This design comes from an exercise in tuning for small area and a short achievable clock period on the open sky130 flow, not from production work. In this exercise RTL edits were held to simulation tests only and were not proved equivalent to the original. Power is estimated from default activity; no workload was simulated.

$ cat flow/run.sh
#!/bin/bash
# synth_recipe.tcl (not shown) runs the flow's synth.tcl, then flattens the netlist and writes it again
# the make line also repeats each setting of config.mk as NAME=value (left out here)
make -C /OpenROAD-flow-scripts/flow DESIGN_CONFIG=/design/flow/config.mk WORK_HOME=/design/flow/orfs CLKGATE_MAP_FILE= SYNTH_SCRIPT=/design/flow/synth_recipe.tcl finish
$ cat flow/config.mk
export PLATFORM = sky130hd
export DESIGN_NAME = cpu_bus_responder
export DESIGN_NICKNAME = cpu_bus_responder
export VERILOG_FILES = /design/flow/design.v
export SDC_FILE = /design/flow/constraint.sdc
export NUM_CORES = 4
export LEC_CHECK = 0
export CAP_MARGIN = 20
export CORE_MARGIN = 2
export CORE_UTILIZATION = 30
export SLEW_MARGIN = 20
$ cat flow/constraint.sdc
create_clock -name core_clock -period 10.0 [get_ports {clock}]
set_input_delay 2.0000 -clock core_clock [delete_from_list [all_inputs] [get_ports {clock}]]
set_output_delay 2.0000 -clock core_clock [all_outputs]
set_load 0.01 [all_outputs]
$ cat flow/design.v
module cpu_bus_responder #(
  parameter int RAM_DEPTH   = 224,
  parameter int SYNC_STAGES = 2
) (
  input  logic       clock,
  input  logic       reset,
  input  logic [7:0] address,
  input  logic       write_enable,
  input  logic [7:0] write_data,
  output logic [7:0] read_data,
  output logic [7:0] gpio_out,
  input  logic [7:0] gpio_in,
  output logic       timer_irq
);
  localparam logic [8:0] RAM_END      = 9'(RAM_DEPTH);
  localparam logic [7:0] A_GPIO_OUT   = 8'hF0;
  localparam logic [7:0] A_GPIO_IN    = 8'hF1;
  localparam logic [7:0] A_CTRL       = 8'hF2;
  localparam logic [7:0] A_STATUS     = 8'hF3;
  localparam logic [7:0] A_COUNT_LO   = 8'hF4;
  localparam logic [7:0] A_COUNT_HI   = 8'hF5;
  localparam logic [7:0] A_CAPTURE    = 8'hF6;
  localparam logic [7:0] A_COMPARE_LO = 8'hF7;
  localparam logic [7:0] A_COMPARE_HI = 8'hF8;
  logic [7:0]  ram [RAM_DEPTH];
  logic [7:0]  gpio_out_r;
  logic [7:0]  sync_q [SYNC_STAGES];
  logic        ctrl_en, ctrl_com, ctrl_ie;
  logic [3:0]  ctrl_p;
  logic        st_match, st_ovf;
  logic [15:0] count, snap, compare, prescaler;
  logic        ram_hit;
  logic        tick, set_match, set_ovf;
  logic        wr_status;
  logic [15:0] pre_mask, count_ticked, count_next;
  assign ram_hit   = ({1'b0, address} < RAM_END);
  assign wr_status = write_enable && (address == A_STATUS);
  always_comb begin
    pre_mask     = ~(16'hFFFF << ctrl_p);
    tick         = ctrl_en && ((prescaler & pre_mask) == pre_mask);
    set_match    = tick && (count == compare);
    set_ovf      = tick && !set_match && (count == 16'hFFFF);
    count_ticked = count + 16'd1;
    if (set_match && ctrl_com) count_ticked = 16'h0000;
    count_next = tick ? count_ticked : count;
    if (write_enable && address == A_COUNT_LO)      count_next = {count[15:8], write_data};
    else if (write_enable && address == A_COUNT_HI) count_next = {write_data, count[7:0]};
  end
  always_ff @(posedge clock) begin
    if (write_enable && ram_hit) ram[address] <= write_data;
  end
  always_ff @(posedge clock or posedge reset) begin
    if (reset) begin
      for (int i = 0; i < SYNC_STAGES; i++) sync_q[i] <= 8'h00;
    end else begin
      sync_q[0] <= gpio_in;
      for (int i = 1; i < SYNC_STAGES; i++) sync_q[i] <= sync_q[i-1];
    end
  end
  always_ff @(posedge clock or posedge reset) begin
    if (reset) begin
      gpio_out_r <= 8'h00;
      ctrl_en    <= 1'b0;
      ctrl_com   <= 1'b0;
      ctrl_ie    <= 1'b0;
      ctrl_p     <= 4'h0;
      st_match   <= 1'b0;
      st_ovf     <= 1'b0;
      count      <= 16'h0000;
      snap       <= 16'h0000;
      compare    <= 16'h0000;
      prescaler  <= 16'h0000;
    end else begin
      prescaler <= ctrl_en ? prescaler + 16'd1 : 16'h0000;
      count     <= count_next;
      st_match  <= set_match | (st_match & ~(wr_status & write_data[0]));
      st_ovf    <= set_ovf   | (st_ovf   & ~(wr_status & write_data[1]));
      if (write_enable) begin
        case (address)
          A_GPIO_OUT:   gpio_out_r <= write_data;
          A_CTRL: begin
            ctrl_en  <= write_data[0];
            ctrl_com <= write_data[1];
            ctrl_ie  <= write_data[2];
            ctrl_p   <= write_data[7:4];
          end
          A_CAPTURE:    snap <= count;
          A_COMPARE_LO: compare[7:0]  <= write_data;
          A_COMPARE_HI: compare[15:8] <= write_data;
          default: ;
        endcase
      end
    end
  end
  always_comb begin
    read_data = 8'h00;
    if (ram_hit) begin
      read_data = ram[address];
    end else begin
      case (address)
        A_GPIO_OUT:   read_data = gpio_out_r;
        A_GPIO_IN:    read_data = sync_q[SYNC_STAGES-1];
        A_CTRL:       read_data = {ctrl_p, 1'b0, ctrl_ie, ctrl_com, ctrl_en};
        A_STATUS:     read_data = {6'd0, st_ovf, st_match};
        A_COUNT_LO:   read_data = snap[7:0];
        A_COUNT_HI:   read_data = snap[15:8];
        A_COMPARE_LO: read_data = compare[7:0];
        A_COMPARE_HI: read_data = compare[15:8];
        default:      read_data = 8'h00;
      endcase
    end
  end
  assign gpio_out  = gpio_out_r;
  assign timer_irq = ctrl_ie & (st_match | st_ovf);
endmodule
==> key figures, run 1 <==
Yosys
  – #FFs+latches synth: 1,888
  – Syn_area_per_cell: 19.8 um^2
  – Netlist cell types: 71
  – Async set or reset register ratio after synthesis: 0.0508
  – YS warnings: 2
  – Post-Synthesis Cells: 3,775
  – Sequential area share after synthesis: 0.751
  – Synthesized cell area: 74,800 um^2
  – EDFF count, synth: 1,792
  – Main flop type after synthesis: edfxtp_1

Floorplanning
  – Initial Util: 0.301
  – Ports: 44
  – Core Area: approximately 250,000 um^2
  – Die Span X: 503 um
  – Die height: approximately 500 um
  – DIE AREA: 253,000 um^2
  – Row cnt: 183

Timing
  – Worst-Margin Slew: 1.15 ns
  – Final period utilization: 0.830
  – Endpoints failing setup: 0
  – Worst relative slew slack: 0.231
  – Setup TNS: 0 ns
  – Final hold viol count: 0
  – Final Skew: 0.0262 ns
  – Max Transition Viols Final: 0
  – RSZ-0062 raised after global routing: false
  – Fmax: 0.120 GHz
  – Tmin final: 8.30 ns

Finish
  – Layout cell share with drive strength beyond 1: 0.208
  – Nets: 3,885
  – Final non-filler cell total: 7,334
  – Area delta synth->final: 13.2%
  – Core Util, Final: 0.341

CTS
  – H-tree Lvls: 4
  – CTS tree: done
  – Cts hold-fix bufs: 0
  – Resize count post-CTS: 0
  – Worst-path clk slew: 0.06 ns
  – Post-CTS Setup Inserts: 0
  – Clock Latency Late Sink: 0.82 ns
  – Clock buffer depth: 3
  – Root Driver: clkbuf_16
  – Clk sinks: 1,888
  – TritonCTS buffer count: roughly 180

Placement
  – Post-DP HPWL: 124 mm
  – Port Buf Inserts: 43
  – DP Cell Count: 7,001
  – Routability Congestion: just under 0.9

Setup path
  – CP startpoint kind: input pin
  – CP Max Fanout: 17
  – CP Class: in -> out
  – Depth of the most critical reg-to-reg path: 7
  – Worst EP required: 8.00 ns
  – CP Data Arrival Time: 6.30 ns
  – Crit end category: primary output

Power
  – VDD IR max: around 0.16 mV
  – Static Leak: 26.3 nW
  – Pwr per Cell Area: roughly 190 nW/um^2

GRT
  – Largest net degree at the start of global routing: about 120
  – Grt ovf: 0
  – First-pass GRT wire length: 286 mm
  – Total GRT Usage: 0.156
  – Vias in the first global route: 37,800
  – Initial antenna violation count: 9

Detailed routing
  – Routed vias/inst: around 5.2
  – Drt wl/cell: between 20 and 30 um
  – Drt pass-1 iters: 8
  – Final ANT Viol Nets: 0
  – Post-detailed-route DRC marker count: 0
  – Drt first-iter violations: 4,736
  – Vias: 38,400
  – DRT Wirelength: 201 mm

Min path
  – Worst hold stages: 0
  – Hold WC Path Type: reg -> reg

Flow run
  – Max-cap violations: 0

Run status
  – Status: no timing/DRC/antenna violations
[per-layer routing]
metal	vias up	global-route usage	routed length, um
li1	15700	-	-
met1	20500	0.217	83500
met2	1859	0.242	93200
met3	349	0.0353	17700
met4	0	0.0513	6720
met5	-	0	0
[state kept, by name, indices dropped and copies added (netlist names)]
name	flops
compare	16
count	16
ctrl_com	1
ctrl_en	1
ctrl_ie	1
ctrl_p	4
gpio_out_r	8
prescaler	15
ram	1792
snap	16
st_match	1
st_ovf	1
sync_q	16
[final timing paths]
| kind | end | from | slack (ns) |
|---|---|---|---|
| min in group asynchronous | snap[10] | reset | 1.53 |
| max in group asynchronous | sync_q[0][1] | reset | 7.27 |
| min reg2reg | sync_q[1][1] | sync_q[0][1] | 0.35 |
| max reg2reg | count[11] | prescaler[0] | 6.63 |
| max | read_data[5] | address[7] | 1.70 |
| min | sync_q[1][1] | sync_q[0][1] | 0.35 |
[cells in the final DEF, fill, tap and decap left out, drive strengths merged, types with 21 or more instances in the layout]
master	n
clkbuf	225
mux2	52
a21oi	58
edfxtp	1792
buf	90
clkinv	86
clkdlybuf4s50	29
nand4	21
a22oi	68
nand2	139
dfrtp	96
o21ai	53
nor2	288
mux2i	191
xnor2	25
mux4	414
nand3	53
[where the power goes]
part           total (mW)  leakage (nW)  switching [mW]  internal, mW
clock network        6.69          2.75            2.99          3.70
logic               0.862          6.13           0.572         0.290
registers            8.70          17.4          0.0211          8.68
total                16.3          26.3            3.58          12.7
[worst max-delay path: stages]
cell,delay (ns)
clkdlybuf4s50_1,0.52
buf_4,0.28
nor2_1,0.54
nand2_1,0.67
a211oi_1,0.95
a211oi_1,0.11
a31oi_1,0.31
a311o_1,0.31
clkdlybuf4s50_1,0.59
[through the flow]
stage	power [mW]	hold slack, ns	instance area (um^2)	worst slack, ns
after CTS	16.3	0.356	84600	1.69
final	16.3	0.352	84700	1.70
after global placement	9.72	0.340	78900	1.62
after detailed placement	9.73	0.336	78900	1.69
after floorplan	9.32	0.331	74800	3.73
after global routing	16.7	0.371	84700	1.57
[kinds of logic (layout without fill, tap and decap cells)]
kind of cell,after synthesis,in the layout,synth area share
compound gates,361,361,0.0338
xor+xnor,27,27,0.00316
simple gates,600,600,0.0353
fa+ha+maj,3,3,0.000468
other cells,0,3,0
flops,1888,1888,0.751
mux,657,657,0.158
buf+inv,239,465,0.0178
[Yosys cell counts (all sizes together), types with 9 or more instances]
library cell	n	share of area
mux2i	191	0.026
nor2	288	0.014
a31oi	19	0.0016
xnor2	25	0.0029
a221oi	16	0.0019
mux4	414	0.12
o32ai	10	0.0012
nand4	21	0.0018
nor3	16	0.0011
nand2	139	0.0070
inv	9	0.00045
o31ai	9	0.00090
a21oi	58	0.0039
nor2b	17	0.0014
dfrtp	96	0.032
a22o	15	0.0018
clkbuf	107	0.0054
nand3	53	0.0035
o22ai	18	0.0015
mux2	52	0.0078
a211oi	20	0.0020
nand2b	14	0.0012
o21ai	53	0.0035
o211ai	20	0.0021
buf	119	0.012
a22oi	68	0.0068
edfxtp	1792	0.72
and2	20	0.0017
[layout make-up]
| class | instances | area [um^2] |
|---|---|---|
| Sequential cell | 1888 | 56200 |
| Fill cell | 23300 | 164000 |
| Tap cell | 3330 | 4170 |
| Timing Repair Buffer | 124 | 1230 |
| Clock inverter | 108 | 976 |
| Multi-Input combinational cell | 1648 | 17300 |
| Inverter | 13 | 53.8 |
| Clock buffer | 220 | 4720 |
| Antenna cell | 3 | 7.51 |
==> run 2: changes to the inputs <==
--- a/flow/design.v
+++ b/flow/design.v
@@ -14,3 +14,2 @@
 );
-  localparam logic [8:0] RAM_END      = 9'(RAM_DEPTH);
   localparam logic [7:0] A_GPIO_OUT   = 8'hF0;
@@ -31,3 +30,2 @@
   logic [15:0] count, snap, compare, prescaler;
-  logic        ram_hit;
   logic        tick, set_match, set_ovf;
@@ -35,3 +33,11 @@
   logic [15:0] pre_mask, count_ticked, count_next;
-  assign ram_hit   = ({1'b0, address} < RAM_END);
+  logic [15:0] hi_sel, lo_sel;
+  logic [RAM_DEPTH-1:0] byte_sel;
+  always_comb begin
+    for (int i = 0; i < 16; i++) begin
+      hi_sel[i] = (address[7:4] == 4'(i));
+      lo_sel[i] = (address[3:0] == 4'(i));
+    end
+    for (int i = 0; i < RAM_DEPTH; i++) byte_sel[i] = hi_sel[i / 16] & lo_sel[i % 16];
+  end
   assign wr_status = write_enable && (address == A_STATUS);
@@ -48,4 +54,6 @@
   end
-  always_ff @(posedge clock) begin
-    if (write_enable && ram_hit) ram[address] <= write_data;
+  for (genvar i = 0; i < RAM_DEPTH; i++) begin : g_ram
+    always_ff @(posedge clock) begin
+      if (write_enable && byte_sel[i]) ram[i] <= write_data;
+    end
   end
@@ -94,19 +102,42 @@
   end
+  localparam int NG = (RAM_DEPTH + 8 + 2) / 3;   
+  logic [3*NG-1:0] rd_sel;
+  logic [7:0]      rd_src [3*NG];
   always_comb begin
-    read_data = 8'h00;
-    if (ram_hit) begin
-      read_data = ram[address];
-    end else begin
-      case (address)
-        A_GPIO_OUT:   read_data = gpio_out_r;
-        A_GPIO_IN:    read_data = sync_q[SYNC_STAGES-1];
-        A_CTRL:       read_data = {ctrl_p, 1'b0, ctrl_ie, ctrl_com, ctrl_en};
-        A_STATUS:     read_data = {6'd0, st_ovf, st_match};
-        A_COUNT_LO:   read_data = snap[7:0];
-        A_COUNT_HI:   read_data = snap[15:8];
-        A_COMPARE_LO: read_data = compare[7:0];
-        A_COMPARE_HI: read_data = compare[15:8];
-        default:      read_data = 8'h00;
-      endcase
+    for (int i = 0; i < 3*NG; i++) begin
+      rd_sel[i] = 1'b0;
+      rd_src[i] = 8'h00;
     end
+    for (int i = 0; i < RAM_DEPTH; i++) begin
+      rd_sel[i] = byte_sel[i];
+      rd_src[i] = ram[i];
+    end
+    rd_sel[RAM_DEPTH+0] = hi_sel[15] & lo_sel[0]; rd_src[RAM_DEPTH+0] = gpio_out_r;
+    rd_sel[RAM_DEPTH+1] = hi_sel[15] & lo_sel[1]; rd_src[RAM_DEPTH+1] = sync_q[SYNC_STAGES-1];
+    rd_sel[RAM_DEPTH+2] = hi_sel[15] & lo_sel[2]; rd_src[RAM_DEPTH+2] = {ctrl_p, 1'b0, ctrl_ie, ctrl_com, ctrl_en};
+    rd_sel[RAM_DEPTH+3] = hi_sel[15] & lo_sel[3]; rd_src[RAM_DEPTH+3] = {6'd0, st_ovf, st_match};
+    rd_sel[RAM_DEPTH+4] = hi_sel[15] & lo_sel[4]; rd_src[RAM_DEPTH+4] = snap[7:0];
+    rd_sel[RAM_DEPTH+5] = hi_sel[15] & lo_sel[5]; rd_src[RAM_DEPTH+5] = snap[15:8];
+    rd_sel[RAM_DEPTH+6] = hi_sel[15] & lo_sel[7]; rd_src[RAM_DEPTH+6] = compare[7:0];
+    rd_sel[RAM_DEPTH+7] = hi_sel[15] & lo_sel[8]; rd_src[RAM_DEPTH+7] = compare[15:8];
+  end
+  for (genvar b = 0; b < 8; b++) begin : g_rd
+    logic [NG-1:0] l0;                    
+    logic [(NG+3)/4-1:0] l1;              
+    logic [((NG+3)/4+3)/4-1:0] l2;        
+    for (genvar g = 0; g < NG; g++) begin : g_l0
+      bus_aoi222 u (.a0(rd_sel[3*g]), .b0(rd_src[3*g][b]), .a1(rd_sel[3*g+1]), .b1(rd_src[3*g+1][b]),
+                    .a2(rd_sel[3*g+2]), .b2(rd_src[3*g+2][b]), .y(l0[g]));
+    end
+    for (genvar g = 0; g < (NG+3)/4; g++) begin : g_l1
+      logic [3:0] x;
+      for (genvar k = 0; k < 4; k++) assign x[k] = (4*g+k < NG) ? l0[4*g+k] : 1'b1;
+      bus_nand4 u (.a(x[0]), .b(x[1]), .c(x[2]), .d(x[3]), .y(l1[g]));
+    end
+    for (genvar g = 0; g < ((NG+3)/4+3)/4; g++) begin : g_l2
+      logic [3:0] x;
+      for (genvar k = 0; k < 4; k++) assign x[k] = (4*g+k < (NG+3)/4) ? l1[4*g+k] : 1'b0;
+      bus_nor4 u (.a(x[0]), .b(x[1]), .c(x[2]), .d(x[3]), .y(l2[g]));
+    end
+    assign read_data[b] = ~&l2;
   end
@@ -115 +146,19 @@
 endmodule
+module bus_aoi222 (
+  input  logic a0, b0, a1, b1, a2, b2,
+  output logic y
+);
+  assign y = ~((a0 & b0) | (a1 & b1) | (a2 & b2));
+endmodule
+module bus_nand4 (
+  input  logic a, b, c, d,
+  output logic y
+);
+  assign y = ~(a & b & c & d);
+endmodule
+module bus_nor4 (
+  input  logic a, b, c, d,
+  output logic y
+);
+  assign y = ~(a | b | c | d);
+endmodule
--- a/flow/config.mk
+++ b/flow/config.mk
@@ -11 +11,2 @@
 export SLEW_MARGIN = 20
+export SYNTH_HIERARCHICAL = 1
==> key figures, run 2 <==
Floorplanning
  – Die Span X: 482 um (-4.3%)
  – Ports: 44 (unchanged)
  – Die height: 482 um (-4.3%)
  – Row cnt: 175 (-4.4%)
  – Core Area: 227,000 um^2 (-8.4%)
  – Initial Util: 0.301 (about the same)
  – DIE AREA: 232,000 um^2 (-8.4%)

CTS
  – Clock Latency Late Sink: 0.83 ns (about the same)
  – Root Driver: clkbuf_16
  – Clock buffer depth: 3 (unchanged)
  – Post-CTS Setup Inserts: 0 (unchanged)
  – Clk sinks: 1,888 (unchanged)
  – Worst-path clk slew: 0.06 ns (about the same)
  – CTS tree: done
  – TritonCTS buffer count: 183 (+1.1%)
  – Cts hold-fix bufs: 0 (unchanged)
  – H-tree Lvls: 4 (unchanged)
  – Resize count post-CTS: 0 (unchanged)

Setup path
  – RR Endpoint: count[1]
  – CP Class: in -> out
  – Critical path buffer and inverter count: 3 (unchanged)
  – CP startpoint kind: input pin
  – Worst reg2reg path startpoint: count[0]
  – FF-to-FF setup slack: 7.18 ns (+0.55 ns)
  – Slowest stage delay, CP: 0.91 ns (-0.04 ns)
  – CP top delay family: simple AND/OR/NAND/NOR gates
  – Depth of the most critical reg-to-reg path: 6 (-1)
  – Worst path slowest cell: clkdlybuf4s50_1
  – Critical path cell sequence: clkdlybuf4s50_1 -> nor2_1 -> buf_4 -> nand3_1 -> nor2_1 -> a222oi_1 -> nand4_1 -> nor4_2 -> nand3_1 -> clkdlybuf4s50_1
  – Worst EP required: 8.00 ns (about the same)
  – CP Max Fanout: 16 (-1)
  – Crit end category: primary output
  – CP Data Arrival Time: 7.07 ns (+0.77 ns)

Yosys
  – EDFF count, synth: 1,792 (unchanged)
  – Xor-xnor portion of the synthesized cell area: 0.00320 (+0.0000360)
  – #FFs+latches synth: 1,888 (unchanged)
  – Sequential area share after synthesis: 0.821 (+0.0694)
  – Top cells by count, synth: edfxtp_1, a222oi_1, nor2_1
  – Area leader, netlist: edfxtp_1
  – Netlist cell types: 55 (-23%)
  – Mux cell area share after synthesis: 0.00574 (-0.152)
  – Post-Synthesis Cells: 3,640 (-3.6%)
  – Count leader, synth: edfxtp_1
  – Synthesized cell area: 68,500 um^2 (-8.5%)
  – YS warnings: 13 (+11)
  – Top post-synthesis cells by area: edfxtp_1, a222oi_1, dfrtp_1
  – Area share of and/or/nand/nor cells after synthesis: 0.0627 (+0.0274)
  – Compound-Gate Fraction of Synth Area: 0.100 (+0.0662)
  – Main combinational cell family by area after synthesis: compound AO/OA/AOI/OAI gates
  – Synth top area share: 0.786 (+0.0664)
  – Main flop type after synthesis: edfxtp_1
  – Async set or reset register ratio after synthesis: 0.0508 (unchanged)
  – Synth Area in Adders: 0.000365 (-0.000103)
  – Syn_area_per_cell: 18.8 um^2 (-5.1%)

Timing
  – Worst relative slew slack: 0.185 (-0.0466)
  – Final Skew: 0.0356 ns (+0.00940 ns)
  – Setup TNS: 0 ns (unchanged)
  – Fmax: 0.110 GHz (-8.5%)
  – Worst-Margin Slew: 1.22 ns (+0.0712 ns)
  – Post-route setup slack: 0.934 ns (-0.766 ns)
  – Tmin final: 9.07 ns (+0.766 ns)
  – Hold slack final: 0.343 ns (-0.00969 ns)
  – Final hold viol count: 0 (unchanged)
  – RSZ-0062 raised after global routing: false
  – Endpoints failing setup: 0 (unchanged)
  – Final period utilization: 0.907 (+0.0766)
  – Max Transition Viols Final: 0 (unchanged)

Finish
  – Most common cell after layout, fill and taps aside: edfxtp_1
  – Core Util, Final: 0.349 (+0.00745)
  – Layout cell share with drive strength beyond 1: 0.108 (-0.100)
  – Most frequent cells in the layout: edfxtp_1, a222oi_1, nor2_1
  – Nets: 3,919 (+0.88%)
  – Area delta synth->final: 15.7%
  – Fin area: 79,200 um^2 (-6.4%)
  – Largest Register: ram
  – Max reg flops: 1,792 (unchanged)
  – Final non-filler cell total: 7,054 (-3.8%)

Power
  – Pwr Total: 16.0 mW (-1.3%)
  – VDD IR max: 0.150 mV (-6.1%)
  – Pwr per Cell Area: 202 nW/um^2 (+5.5%)
  – Static Leak: 23.9 nW (-9.1%)

Placement
  – Port Buf Inserts: 43 (unchanged)
  – Post-DP HPWL: 116 mm (-5.8%)
  – Placement Setup Slack: 0.778 ns (-0.917 ns)
  – Routability Congestion: 0.879 (-1.7%)
  – Cell Area, Placed: 73,200 um^2 (-7.2%)
  – DP Cell Count: 6,713 (-4.1%)

Min path
  – Hold WC Path Type: reg -> reg
  – Worst hold stages: 0 (unchanged)
  – Hold path endpoint: sync_q[1][1]
  – Worst Hold Launch: sync_q[0][1]

Flow run
  – Max-cap violations: 0 (unchanged)

Run status
  – Status: no timing/DRC/antenna violations

GRT
  – Largest net degree at the start of global routing: 137 (+10%)
  – Grt ovf: 0 (unchanged)
  – Initial antenna violation count: 8 (-1)
  – Vias in the first global route: 37,700 (-0.24%)
  – First-pass GRT wire length: 267 mm (-6.5%)
  – Total GRT Usage: 0.155 (-0.000780)

Detailed routing
  – Final ANT Viol Nets: 0 (unchanged)
  – Routed vias/inst: 5.58 (+6.7%)
  – Post-detailed-route DRC marker count: 0 (unchanged)
  – DRT Wirelength: 187 mm (-7.1%)
  – Drt pass-1 iters: 9 (+1)
  – Drt first-iter violations: 7,123 (+50%)
  – Vias: 39,400 (+2.7%)
  – Drt wl/cell: 26.5 um (-3.4%)
run 2: changes by cell type after synthesis, sizes merged, moves of 23 or more:
cell | previous run | this run
mux2i | 191 | 1
mux4 | 414 | 0
a21oi | 58 | 4
nand4 | 21 | 174
buf | 119 | 15
nand2 | 139 | 61
clkbuf | 107 | 84
o21ai | 53 | 20
nor2 | 288 | 472
a22oi | 68 | 8
nor4 | 5 | 48
a222oi | 3 | 624
run 2: how the worst max path moves through the flow:
| stage | start | end | cells past startpoint |
|---|---|---|---|
| 2_1_floorplan | address[2] | read_data[0] | 12 |
| 3_3_place_gp | address[5] | read_data[6] | 10 |
| 3_5_place_dp | address[5] | read_data[6] | 10 |
| 4_1_cts | address[5] | read_data[6] | 10 |
| 5_1_grt | address[5] | read_data[6] | 10 |
| 6_report | address[5] | read_data[6] | 10 |
run 2: cell families after synthesis:
kind of cell | count (synthesis)
flip-flops | 1888
AND/OR/NAND/NOR | 864
AO/OA/AOI/OAI | 704
buffers and inverters | 120
multiplexers | 35
XOR/XNOR | 25
adder cells (fa/ha/maj) | 2
other | 2
run 2: cell type report:
cell class | count | area, um^2
fill | 21200 | 148000
inverter | 21 | 81.3
clock buffer | 217 | 4730
tap | 3009 | 3760
sequential | 1888 | 56200
clock inverter | 122 | 1270
antenna | 1 | 2.50
timing repair buffer | 111 | 1120
multi-input combinational | 1685 | 12000
run 2: layer usage:
| metal | up-vias | GRT usage | routed length [um] |
|---|---|---|---|
| met5 | - | 0 | 43 |
| met4 | 6 | 0.0370 | 3940 |
| met3 | 256 | 0.0308 | 17800 |
| met2 | 2175 | 0.256 | 90400 |
| met1 | 20300 | 0.211 | 74600 |
| li1 | 16600 | - | - |
run 2: worst reg2reg max path: stages (launching register included):
cell	delay [ns]
dfrtp_1	0.51
xnor2_1	0.22
nand4_1	0.14
nor4_2	0.71
nand4_4	0.47
a32o_1	0.41
mux2_2	0.26
run 2: Yosys stat by module, one instance, submodules excluded:
module             cells inside  cell area, um^2  flip-flops and latches
cpu_bus_responder          2816            60700                    1888
bus_nor4                      1             12.5                       0
bus_aoi222                    1             10.0                       0
bus_nand4                     1             6.26                       0
run 2: report_power, final:
part           internal [mW]  switching (mW)
Combinational          0.103           0.335
Sequential              8.69          0.0436
Clock                   3.89            2.98
==> run 3: changes to the inputs <==
--- a/flow/config.mk
+++ b/flow/config.mk
@@ -9,3 +9,4 @@
 export CORE_MARGIN = 2
-export CORE_UTILIZATION = 30
+export CORE_UTILIZATION = 60
+export SETUP_SLACK_MARGIN = 2.5
 export SLEW_MARGIN = 20
==> key figures, run 3 <==
GRT
  – Vias in the first global route: 38,800 (+2.8%)
  – First-pass GRT wire length: 269 mm (+0.80%)
  – Largest net degree at the start of global routing: 113 (-18%)
  – Initial antenna violation count: 7 (-1)
  – Total GRT Usage: 0.321 (+0.165)
  – Grt ovf: 0 (unchanged)

Yosys
  – Top cells by count, synth: edfxtp_1, a222oi_1, nor2_1
  – Area leader, netlist: edfxtp_1
  – Top post-synthesis cells by area: edfxtp_1, a222oi_1, dfrtp_1
  – Synthesized cell area: 68,500 um^2 (unchanged)
  – Post-Synthesis Cells: 3,640 (unchanged)
  – #FFs+latches synth: 1,888 (unchanged)
  – Count leader, synth: edfxtp_1
  – Syn_area_per_cell: 18.8 um^2 (unchanged)
  – Netlist cell types: 55 (unchanged)
  – Sequential area share after synthesis: 0.821 (unchanged)
  – YS warnings: 13 (unchanged)
  – Async set or reset register ratio after synthesis: 0.0508 (unchanged)
  – Main flop type after synthesis: edfxtp_1
  – EDFF count, synth: 1,792 (unchanged)
  – Synth top area share: 0.786 (unchanged)

Setup path
  – CP Max Fanout: 9 (-7)
  – Depth of the most critical reg-to-reg path: 6 (unchanged)
  – CP Data Arrival Time: 5.62 ns (-1.45 ns)
  – FF-to-FF setup slack: 7.21 ns (+0.03 ns)
  – Critical path cell sequence: buf_2 -> nand4_1 -> buf_4 -> buf_4 -> nor2_1 -> a222oi_1 -> nand4_1 -> nor4_4 -> and3_2 -> nand3_1 -> clkdlybuf4s50_1
  – Slowest stage delay, CP: 0.56 ns (-0.35 ns)
  – Worst path slowest cell: clkdlybuf4s50_1
  – CP startpoint kind: input pin
  – Worst EP required: 8.00 ns (about the same)
  – Worst reg2reg path startpoint: ctrl_p[1]
  – RR Endpoint: count[1]
  – Crit end category: primary output
  – CP Class: in -> out

Timing
  – Endpoints failing setup: 0 (unchanged)
  – Hold slack final: 0.349 ns (+0.00669 ns)
  – Worst-Margin Slew: 1.19 ns (-0.0281 ns)
  – Max Transition Viols Final: 0 (unchanged)
  – RSZ-0062 raised after global routing: true
  – Tmin final: 7.62 ns (-1.45 ns)
  – Setup TNS: 0 ns (unchanged)
  – Final hold viol count: 0 (unchanged)
  – Final period utilization: 0.762 (-0.145)
  – Final Skew: 0.00980 ns (-0.0258 ns)
  – Worst relative slew slack: 0.201 (+0.0165)
  – Fmax: 0.131 GHz (+19%)

Finish
  – Most common cell after layout, fill and taps aside: edfxtp_1
  – Most frequent cells in the layout: edfxtp_1, a222oi_1, nor2_1
  – Layout filler cell count: 7,211 (-66%)
  – Largest Register: ram
  – Layout cell share with drive strength beyond 1: 0.132 (+0.0237)
  – Max reg flops: 1,792 (unchanged)
  – Area delta synth->final: 14.1%
  – Fin area: 78,100 um^2 (-1.4%)
  – Nets: 3,963 (+1.1%)
  – Final non-filler cell total: 5,585 (-21%)

Power
  – Pwr Total: 16.0 mW (-0.12%)
  – Internal: 12.8 mW (+0.61%)
  – Pwr per Cell Area: 205 nW/um^2 (+1.3%)
  – VDD IR max: 0.173 mV (+15%)
  – Switch share: 0.203 (-0.00585)
  – Static Leak: 24.3 nW (+1.9%)
  – Clock Power Share: 0.425 (-0.003)
  – Switch Pwr: 3.26 mW (-2.9%)
  – Combinational power share: 0.030 (+0.003)
  – Seq pwr share: 0.546 (about the same)

CTS
  – Root Driver: clkbuf_16
  – Clock buffer depth: 3 (unchanged)
  – Cts hold-fix bufs: 0 (unchanged)
  – Clk sinks: 1,888 (unchanged)
  – Clock Latency Late Sink: 0.78 ns (-0.05 ns)
  – TritonCTS buffer count: 181 (-1.1%)
  – CTS tree: done
  – Worst-path clk slew: 0.06 ns (about the same)
  – H-tree Lvls: 4 (unchanged)

Floorplanning
  – DIE AREA: 117,000 um^2 (-50%)
  – Die height: 342 um (-29%)
  – Row cnt: 123 (-30%)
  – Initial Util: 0.607 (+0.306)
  – Die Span X: 342 um (-29%)
  – Core Area: 113,000 um^2 (-50%)
  – Ports: 44 (unchanged)

Detailed routing
  – DRT Wirelength: 187 mm (+0.30%)
  – Routed vias/inst: 7.23 (+30%)
  – Vias: 40,400 (+2.6%)
  – Metal-1 WL: 70.9 mm (-5.0%)
  – Drt wl/cell: 33.5 um (+27%)
  – Post-detailed-route DRC marker count: 0 (unchanged)
  – Top layer in use: met5
  – Metal3 WL: 20.6 mm (+16%)
  – Drt pass-1 iters: 12 (+3)
  – Final ANT Viol Nets: 0 (unchanged)
  – Drt first-iter violations: 8,305 (+17%)
  – WL met2: 88.4 mm (-2.1%)

Min path
  – Hold path endpoint: sync_q[1][1]
  – Worst Hold Launch: sync_q[0][1]
  – Hold WC Path Type: reg -> reg
  – Worst hold stages: 0 (unchanged)

Placement
  – DP Cell Count: 5,202 (-23%)
  – Port Buf Inserts: 43 (unchanged)
  – Cell Area, Placed: 71,200 um^2 (-2.8%)
  – Routability Congestion: 0.962 (+9.5%)
  – Post-DP HPWL: 117 mm (about the same)

Flow run
  – Max-cap violations: 0 (unchanged)

Run status
  – Status: no timing/DRC/antenna violations
## run 3: cell type report
| type | instances | area, um^2 | area share |
|---|---|---|---|
| Timing Repair Buffer | 157 | 1460 | 0.0187 |
| Clock buffer | 223 | 4810 | 0.0616 |
| Antenna cell | 2 | 5.00 | 0.0000641 |
| Clock inverter | 109 | 1100 | 0.0140 |
| Multi-Input combinational cell | 1685 | 12600 | 0.161 |
| Sequential cell | 1888 | 56200 | 0.719 |
| Inverter | 21 | 80.1 | 0.00102 |
| Tap cell | 1500 | 1880 | 0.0240 |
## run 3: modules after synthesis, one instance, submodules excluded
module / copies in the design / area [um^2] / cells inside
cpu_bus_responder: 1 / 60700 / 2816
bus_nor4: 40 / 12.5 / 1
bus_aoi222: 624 / 10.0 / 1
bus_nand4: 160 / 6.26 / 1
## run 3: how the worst max path moves through the flow
stage                          start      endpoint  slack, ns  cells past startpoint
after global placement    address[1]  read_data[1]       1.07                     11
after detailed placement  address[1]  read_data[7]       1.09                     10
final                     address[3]  read_data[6]       2.38                     11
after CTS                 address[4]  read_data[1]       2.42                     10
after floorplan           address[2]  read_data[0]       3.76                     12
after global routing      address[6]  read_data[6]       2.42                     11
## run 3: cells by family (layout without fill, tap and decap cells)
| group | after synthesis | count (layout) | share of synthesized area |
|---|---|---|---|
| compound gates | 704 | 704 | 0.100 |
| simple gates | 864 | 864 | 0.0627 |
| other cells | 2 | 57 | 0.000110 |
| xor+xnor | 25 | 25 | 0.00320 |
| buf+inv | 120 | 510 | 0.00707 |
| flops | 1888 | 1888 | 0.821 |
| fa+ha+maj | 2 | 2 | 0.000365 |
| mux | 35 | 35 | 0.00574 |
## run 3: metal layers
layer  track usage  vias up
li1              -    16700
met1         0.457    20600
met2         0.499     2764
met3        0.0644      399
met4         0.120        2
met5             0        -
## run 3: metrics by stage
stage               utilization  worst slack [ns]
finish                    0.693              2.38
global route              0.693              2.42
CTS                       0.692              2.42
detailed placement        0.631              1.09
global placement          0.631              1.07
floorplan                     -              3.76
## run 3: power groups by stage
stage,clock network (mW),logic [mW],registers [mW]
after floorplan,0,0.161,8.89
after detailed placement,0,0.436,8.91
final,6.81,0.477,8.74
after global placement,0,0.422,8.90
after global routing,7.17,0.503,8.74
after CTS,6.86,0.468,8.74
## run 3: critical path, delay by kind of cell
family                 cells  cell delay, ns
buffers and inverters      4            1.28
AO/OA/AOI/OAI              1            0.52
AND/OR/NAND/NOR            6            1.80
## run 3: timing repair
action,4_1_cts,5_1_grt
resized for setup,142,27
pin swaps,58,29
setup endpoints to repair,8,8
cloned,0,0
hold endpoints to repair,0,0
setup buffers,48,0
==> run 4: changes to the inputs <==
--- a/flow/config.mk
+++ b/flow/config.mk
@@ -10,3 +10,3 @@
 export CORE_UTILIZATION = 60
-export SETUP_SLACK_MARGIN = 2.5
+export SETUP_SLACK_MARGIN = 4
 export SLEW_MARGIN = 20
==> key figures, run 4 <==
CTS
  – Clock Latency Late Sink: 0.78 ns (about the same)
  – Clock buffer depth: 3 (unchanged)
  – Worst-path clk slew: 0.06 ns (about the same)
  – Clk sinks: 1,888 (unchanged)
  – Cts hold-fix bufs: 0 (unchanged)
  – H-tree Lvls: 4 (unchanged)
  – TritonCTS buffer count: 181 (unchanged)
  – Root Driver: clkbuf_16
  – CTS tree: done

Floorplanning
  – Die Span X: 342 um (unchanged)
  – Die height: 342 um (unchanged)
  – Row cnt: 123 (unchanged)
  – Initial Util: 0.607 (unchanged)
  – DIE AREA: 117,000 um^2 (unchanged)
  – Ports: 44 (unchanged)
  – Core Area: 113,000 um^2 (unchanged)

Run status
  – Status: no timing/DRC/antenna violations

Placement
  – Post-DP HPWL: 117 mm (+0.41%)
  – Port Buf Inserts: 43 (unchanged)
  – Routability Congestion: 0.933 (-3.1%)

GRT
  – Total GRT Usage: 0.326 (+0.00551)
  – Vias in the first global route: 39,200 (+1.1%)
  – First-pass GRT wire length: 274 mm (+1.6%)
  – Initial antenna violation count: 3 (-4)
  – Grt ovf: 0 (unchanged)
  – Largest net degree at the start of global routing: 119 (+5.3%)

Setup path
  – CP Data Arrival Time: 4.87 ns (-0.75 ns)
  – CP Max Fanout: 7 (-2)
  – CP Class: in -> out
  – CP startpoint kind: input pin
  – Crit end category: primary output
  – Slowest stage delay, CP: 0.57 ns (about the same)
  – Worst path slowest cell: nor4_4
  – Worst EP required: 8.00 ns (about the same)
  – Critical path cell sequence: buf_12 -> nor2b_4 -> nand3_4 -> buf_12 -> nor2_4 -> a222oi_1 -> nand4_1 -> nor4_4 -> and3_4 -> nand3_4 -> buf_6

Finish
  – Largest Register: ram
  – Max reg flops: 1,792 (unchanged)
  – Nets: 4,022 (+1.5%)
  – Layout filler cell count: 6,954 (-3.6%)
  – Area delta synth->final: 16.2%
  – Most common cell after layout, fill and taps aside: edfxtp_1
  – Layout cell share with drive strength beyond 1: 0.172 (+0.0404)
  – Most frequent cells in the layout: edfxtp_1, a222oi_1, nor2_1

Detailed routing
  – Post-detailed-route DRC marker count: 0 (unchanged)
  – Drt wl/cell: 33.9 um (+1.1%)
  – Vias: 40,900 (+1.2%)
  – Drt pass-1 iters: 8 (-4)
  – Routed vias/inst: 7.24 (about the same)
  – DRT Wirelength: 192 mm (+2.3%)
  – Final ANT Viol Nets: 0 (unchanged)
  – Drt first-iter violations: 8,415 (+1.3%)

Timing
  – Setup TNS: 0 ns (unchanged)
  – Fmax: 0.146 GHz (+11%)
  – Final Skew: 0.0213 ns (+0.0115 ns)
  – Max Transition Viols Final: 0 (unchanged)
  – Worst relative slew slack: 0.232 (+0.0304)
  – Endpoints failing setup: 0 (unchanged)
  – Final period utilization: 0.687 (-0.0746)
  – RSZ-0062 raised after global routing: true
  – Final hold viol count: 0 (unchanged)
  – Tmin final: 6.87 ns (-0.746 ns)
  – Worst-Margin Slew: 1.15 ns (-0.0454 ns)

Yosys
  – Syn_area_per_cell: 18.8 um^2 (unchanged)
  – Area leader, netlist: edfxtp_1
  – Async set or reset register ratio after synthesis: 0.0508 (unchanged)
  – Top cells by count, synth: edfxtp_1, a222oi_1, nor2_1
  – Synthesized cell area: 68,500 um^2 (unchanged)
  – EDFF count, synth: 1,792 (unchanged)
  – Count leader, synth: edfxtp_1
  – Synth top area share: 0.786 (unchanged)
  – #FFs+latches synth: 1,888 (unchanged)
  – Main flop type after synthesis: edfxtp_1
  – Post-Synthesis Cells: 3,640 (unchanged)
  – Sequential area share after synthesis: 0.821 (unchanged)
  – YS warnings: 13 (unchanged)
  – Top post-synthesis cells by area: edfxtp_1, a222oi_1, dfrtp_1
  – Netlist cell types: 55 (unchanged)

Min path
  – Hold WC Path Type: reg -> reg

Power
  – Static Leak: 24.9 nW (+2.4%)
  – Pwr Total: 16.1 mW (+0.42%)
  – VDD IR max: 0.166 mV (-3.8%)
  – Pwr per Cell Area: 202 nW/um^2 (-1.5%)

Flow run
  – Max-cap violations: 0 (unchanged)
==> run 4: critical path, delay by kind of cell <==
kind / cells / cell delay, ns
AND/OR/NAND/NOR: 7 / 1.94
buffers and inverters: 3 / 0.41
AO/OA/AOI/OAI: 1 / 0.48
==> run 4: worst paths after layout <==
kind                       cells past startpoint      endpoint  slack, ns         start
max                                           11  read_data[4]       3.13    address[0]
min                                            0  sync_q[1][1]       0.34  sync_q[0][1]
max reg2reg                                    6      count[1]       7.12      count[0]
min reg2reg                                    0  sync_q[1][1]       0.34  sync_q[0][1]
max in group asynchronous                      3     count[11]       7.20         reset
min in group asynchronous                      2  prescaler[8]       1.49         reset
==> run 4: cell type report <==
type,instances,area (um^2),share of cell area
repair buffers,215,2420,0.0303
well taps,1500,1880,0.0236
clock inverters,117,1140,0.0144
diodes,1,2.50,0.0000314
clock buffers,220,4810,0.0604
multi-input cells,1686,13100,0.164
inverters,21,80.1,0.00101
flip-flops and latches,1888,56200,0.706
==> run 4: layer usage <==
metal  GRT usage  vias to the layer above  share of wire
met3      0.0545                      340           0.10
met5           0                        -              0
met1       0.459                    20900           0.37
met2       0.527                     2786           0.49
li1            -                    16800              -
met4       0.108                        0          0.034
==> run 4: cell families (layout without fill, tap and decap cells) <==
group,Yosys count,after routing,synth area share
fa+ha+maj,2,2,0.000365
compound gates,704,704,0.100
flops,1888,1888,0.821
simple gates,864,865,0.0627
other cells,2,56,0.000110
buf+inv,120,573,0.00707
mux,35,35,0.00574
xor+xnor,25,25,0.00320
==> run 4: through the flow <==
stage | cell area (um^2) | worst slack (ns) | std cells | util | hold WS (ns)
detailed placement | 71200 | 1.21 | 5205 | 0.632 | 0.336
CTS | 79000 | 3.17 | 5616 | 0.700 | 0.347
finish | 79600 | 3.13 | 5648 | 0.706 | 0.343
global placement | 71200 | 1.26 | 5204 | 0.631 | 0.338
floorplan | 68700 | 4.00 | 3693 | - | 0.331
global route | 79600 | 3.09 | 5647 | 0.706 | 0.350
==> run 4: timing repair <==
item | 4_1_cts | 5_1_grt
pin swaps | 128 | 103
setup buffers | 72 | 27
resized for setup | 310 | 80
setup endpoints to repair | 8 | 8
cloned | 2 | 2
==> run 4: where the power goes <==
group / leakage [nW] / switching [mW] / internal, mW
logic: 4.69 / 0.379 / 0.146
registers: 17.3 / 0.0480 / 8.69
clock network: 2.92 / 2.87 / 3.95
total: 24.9 / 3.30 / 12.8
==> run 4: modules after synthesis (local to each module, per instance) <==
| module | flip-flops and latches | copies in the design |
|---|---|---|
| cpu_bus_responder | 1888 | 1 |
| bus_nor4 | 0 | 40 |
| bus_nand4 | 0 | 160 |
| bus_aoi222 | 0 | 624 |
==> run 5: changes to the inputs <==
--- a/flow/config.mk
+++ b/flow/config.mk
@@ -10,3 +10,5 @@
 export CORE_UTILIZATION = 60
-export SETUP_SLACK_MARGIN = 4
+export CTS_BUF_LIST = sky130_fd_sc_hd__clkbuf_4 sky130_fd_sc_hd__clkbuf_8
+export CTS_CLUSTER_SIZE = 30
+export SETUP_SLACK_MARGIN = 5
 export SLEW_MARGIN = 20
==> key figures, run 5 <==
Setup path
  – Crit end category: primary output
  – Slowest stage delay, CP: 0.54 ns (-0.03 ns)
  – Most common cell type on the critical path: nand3_4
  – Worst path slowest cell: a222oi_1
  – CP Max Fanout: 8 (+1)
  – CP Class: in -> out
  – CP Data Arrival Time: 4.94 ns (+0.07 ns)
  – Critical path buffer and inverter count: 3 (unchanged)
  – CP top delay family: simple AND/OR/NAND/NOR gates
  – Worst EP required: 8.00 ns (about the same)
  – Critical path cell sequence: buf_8 -> nor2b_4 -> nand3_4 -> buf_12 -> nor2_2 -> a222oi_1 -> nand4_1 -> nor4_4 -> and3_4 -> nand3_4 -> buf_6
  – CP startpoint kind: input pin

Floorplanning
  – Die Span X: 342 um (unchanged)
  – Initial Util: 0.607 (unchanged)
  – DIE AREA: 117,000 um^2 (unchanged)
  – Ports: 44 (unchanged)
  – Row cnt: 123 (unchanged)
  – Die height: 342 um (unchanged)
  – Core Area: 113,000 um^2 (unchanged)

Power
  – VDD IR max: 0.155 mV (-6.5%)
  – Pwr per Cell Area: 196 nW/um^2 (-2.8%)
  – Static Leak: 25.1 nW (+0.88%)

Timing
  – Worst relative slew slack: 0.261 (+0.0294)
  – Fmax: 0.144 GHz (-1.0%)
  – Max Transition Viols Final: 0 (unchanged)
  – Setup TNS: 0 ns (unchanged)
  – Hold slack final: 0.339 ns (-0.00373 ns)
  – Final period utilization: 0.694 (+0.00700)
  – Final Skew: 0.0320 ns (+0.0107 ns)
  – Endpoints failing setup: 0 (unchanged)
  – Worst-Margin Slew: 1.11 ns (-0.0408 ns)
  – Tmin final: 6.94 ns (+0.0700 ns)
  – Final hold viol count: 0 (unchanged)
  – RSZ-0062 raised after global routing: true

Detailed routing
  – Drt wl/cell: 32.9 um (-3.1%)
  – Vias: 41,600 (+1.7%)
  – Post-detailed-route DRC marker count: 0 (unchanged)
  – Drt pass-1 iters: 10 (+2)
  – Metal3 WL: 19.8 mm (-1.6%)
  – Final ANT Viol Nets: 0 (unchanged)
  – Metal-1 WL: 73.2 mm (+2.4%)
  – Top layer in use: met5
  – WL met2: 92.2 mm (-1.5%)
  – Drt first-iter violations: 8,275 (-1.7%)
  – DRT Wirelength: 193 mm (+0.71%)
  – Routed vias/inst: 7.08 (-2.2%)

CTS
  – Root Driver: clkbuf_8
  – CTS tree: done
  – Clk sinks: 1,888 (unchanged)
  – Clock Latency Late Sink: 0.95 ns (+0.17 ns)
  – Cts hold-fix bufs: 0 (unchanged)
  – Clock buffer depth: 4 (+1)
  – H-tree Lvls: 5 (+1)
  – TritonCTS buffer count: 310 (+71%)
  – Worst-path clk slew: 0.06 ns (about the same)

GRT
  – Total GRT Usage: 0.331 (+0.00506)
  – Vias in the first global route: 40,700 (+4.0%)
  – Initial antenna violation count: 2 (-1)
  – First-pass GRT wire length: 279 mm (+1.8%)
  – Largest net degree at the start of global routing: 105 (-12%)
  – Grt ovf: 0 (unchanged)

Run status
  – Status: no timing/DRC/antenna violations

Yosys
  – #FFs+latches synth: 1,888 (unchanged)
  – Sequential area share after synthesis: 0.821 (unchanged)
  – Post-Synthesis Cells: 3,640 (unchanged)
  – Top post-synthesis cells by area: edfxtp_1, a222oi_1, dfrtp_1
  – Top cells by count, synth: edfxtp_1, a222oi_1, nor2_1
  – Synth top area share: 0.786 (unchanged)
  – Main flop type after synthesis: edfxtp_1
  – Async set or reset register ratio after synthesis: 0.0508 (unchanged)
  – Count leader, synth: edfxtp_1
  – Syn_area_per_cell: 18.8 um^2 (unchanged)
  – Area leader, netlist: edfxtp_1
  – EDFF count, synth: 1,792 (unchanged)
  – Synthesized cell area: 68,500 um^2 (unchanged)
  – YS warnings: 13 (unchanged)
  – Netlist cell types: 55 (unchanged)

Finish
  – Max reg flops: 1,792 (unchanged)
  – Nets: 4,171 (+3.7%)
  – Most common cell after layout, fill and taps aside: edfxtp_1
  – Layout cell share with drive strength beyond 1: 0.206 (+0.0341)
  – Core Util, Final: 0.707 (+0.000821)
  – Area delta synth->final: 16.4%
  – Largest Register: ram
  – Most frequent cells in the layout: edfxtp_1, a222oi_1, nor2_1

Placement
  – Port Buf Inserts: 43 (unchanged)
  – Routability Congestion: 0.945 (+1.3%)
  – Post-DP HPWL: 115 mm (-1.6%)

Min path
  – Hold WC Path Type: reg -> reg

Flow run
  – Max-cap violations: 0 (unchanged)
run 5: cell counts after synthesis:
Identical to the previous run, type by type.
run 5: layout make-up:
cell class | count | area [um^2]
repair buffers | 233 | 2520
diodes | 2 | 5.00
fillers | 7046 | 33100
inverters | 21 | 80.1
clock buffers | 412 | 5060
well taps | 1500 | 1880
multi-input cells | 1688 | 13200
clock inverters | 127 | 741
flip-flops and latches | 1888 | 56200
run 5: path summary, 6_finish.rpt:
kind | from | endpoint | slack (ns) | cells past startpoint
max | address[1] | read_data[4] | 3.06 | 11
min | sync_q[0][6] | sync_q[1][6] | 0.34 | 0
max reg2reg | count[0] | count[1] | 7.29 | 6
min reg2reg | sync_q[0][6] | sync_q[1][6] | 0.34 | 0
max in group asynchronous | reset | count[4] | 7.36 | 3
min in group asynchronous | reset | gpio_out_r[1] | 1.52 | 2
run 5: routing by layer:
| metal | vias up | GRT usage |
|---|---|---|
| met4 | 2 | 0.133 |
| met3 | 429 | 0.0612 |
| li1 | 17100 | - |
| met2 | 2750 | 0.521 |
| met5 | - | 0 |
| met1 | 21200 | 0.466 |
run 5: repair_timing:
action | in CTS | in global routing
cloned | 6 | 0
buffers inserted | 110 | 10
resized for setup | 335 | 25
endpoints found under the hold margin | 0 | 0
setup endpoints to repair | 8 | 8
pin swaps | 122 | 60
run 5: cells by family (layout without fill, tap and decap cells):
kind of cell | count (synthesis) | count (layout) | synth area share
simple gates | 864 | 867 | 0.0627
compound gates | 704 | 704 | 0.100
flops | 1888 | 1888 | 0.821
xor+xnor | 25 | 25 | 0.00320
other cells | 2 | 57 | 0.000110
buf+inv | 120 | 793 | 0.00707
mux | 35 | 35 | 0.00574
fa+ha+maj | 2 | 2 | 0.000365
run 5: worst register-to-register path, cell delays in order, from the launching register on:
cell and delay, ns:
dfrtp_1 0.50, xnor2_1 0.23, nand4_1 0.14, nor4_2 0.63, nand4_4 0.43, a32o_1 0.41, mux2_2 0.26
run 5: report_power, final:
group          leakage [nW]  internal, mW  switching [mW]  total, mW
clock network          3.07          3.45            2.93       6.38
logic                  4.75         0.152           0.389      0.541
registers              17.3          8.70          0.0431       8.74
total                  25.1          12.3            3.36       15.7
run 5: through the flow:
stage	instance area, um^2	power (mW)	setup WS [ns]	instances
6_report	79700	15.7	3.06	5871
5_1_grt	79700	16.1	3.10	5870
4_1_cts	79500	15.7	3.19	5858
3_5_place_dp	71300	9.35	1.02	5203
3_3_place_gp	71300	9.33	1.10	5201
2_1_floorplan	69100	9.06	4.15	3693
run 5: Yosys stat by module, one instance, submodules excluded:
module / flops+latches / cell area (um^2) / copies in the design
bus_aoi222: 0 / 10.0 / 624
cpu_bus_responder: 1888 / 60700 / 1
bus_nor4: 0 / 12.5 / 40
bus_nand4: 0 / 6.26 / 160

[what the ideal ports hide]
In the flow no input, the clock included, has a driving cell. The finished layouts below were timed again as built, in two steps. Step 1: set_driving_cell puts a clkbuf_16 on clock and a buf_2 on each other input, an assumption about the parent block. Step 2, shift: input delay + t, output delay - t, t = (earliest + latest rising clock arrival at the registers) / 2. This alone moves slack from input paths to output paths. Slacks: no drivers / after step 1 / after step 2; pairs: no drivers / after step 1.
| run | shift t [ns] | setup slack, ns | worst hold slack (ns) | worst data-port slew with drivers (ns) | pins driven straight from the clock port |
|---|---|---|---|---|---|
| run 1 | 0.907 | 1.701 / 1.637 / 1.637 | 0.352 / 0.352 / 0.352 | 0.10 | 1 |
| run 2 | 0.881 | 0.934 / 0.907 / 0.907 | 0.343 / 0.343 / 0.343 | 0.16 | 1 |
| run 3 | 0.855 | 2.382 / 2.342 / 2.342 | 0.349 / 0.349 / 0.349 | 0.13 | 1 |
| run 4 | 0.843 | 3.129 / 3.077 / 3.077 | 0.343 / 0.343 / 0.343 | 0.08 | 1 |
| run 5 | 1.018 | 3.059 / 2.985 / 2.985 | 0.339 / 0.339 / 0.339 | 0.11 | 1 |
After both steps setup and hold are still met in every run listed. For run 5, which loses most, drivers alone change the setup slack by -0.074 ns; drivers and shift together by -0.074 ns.
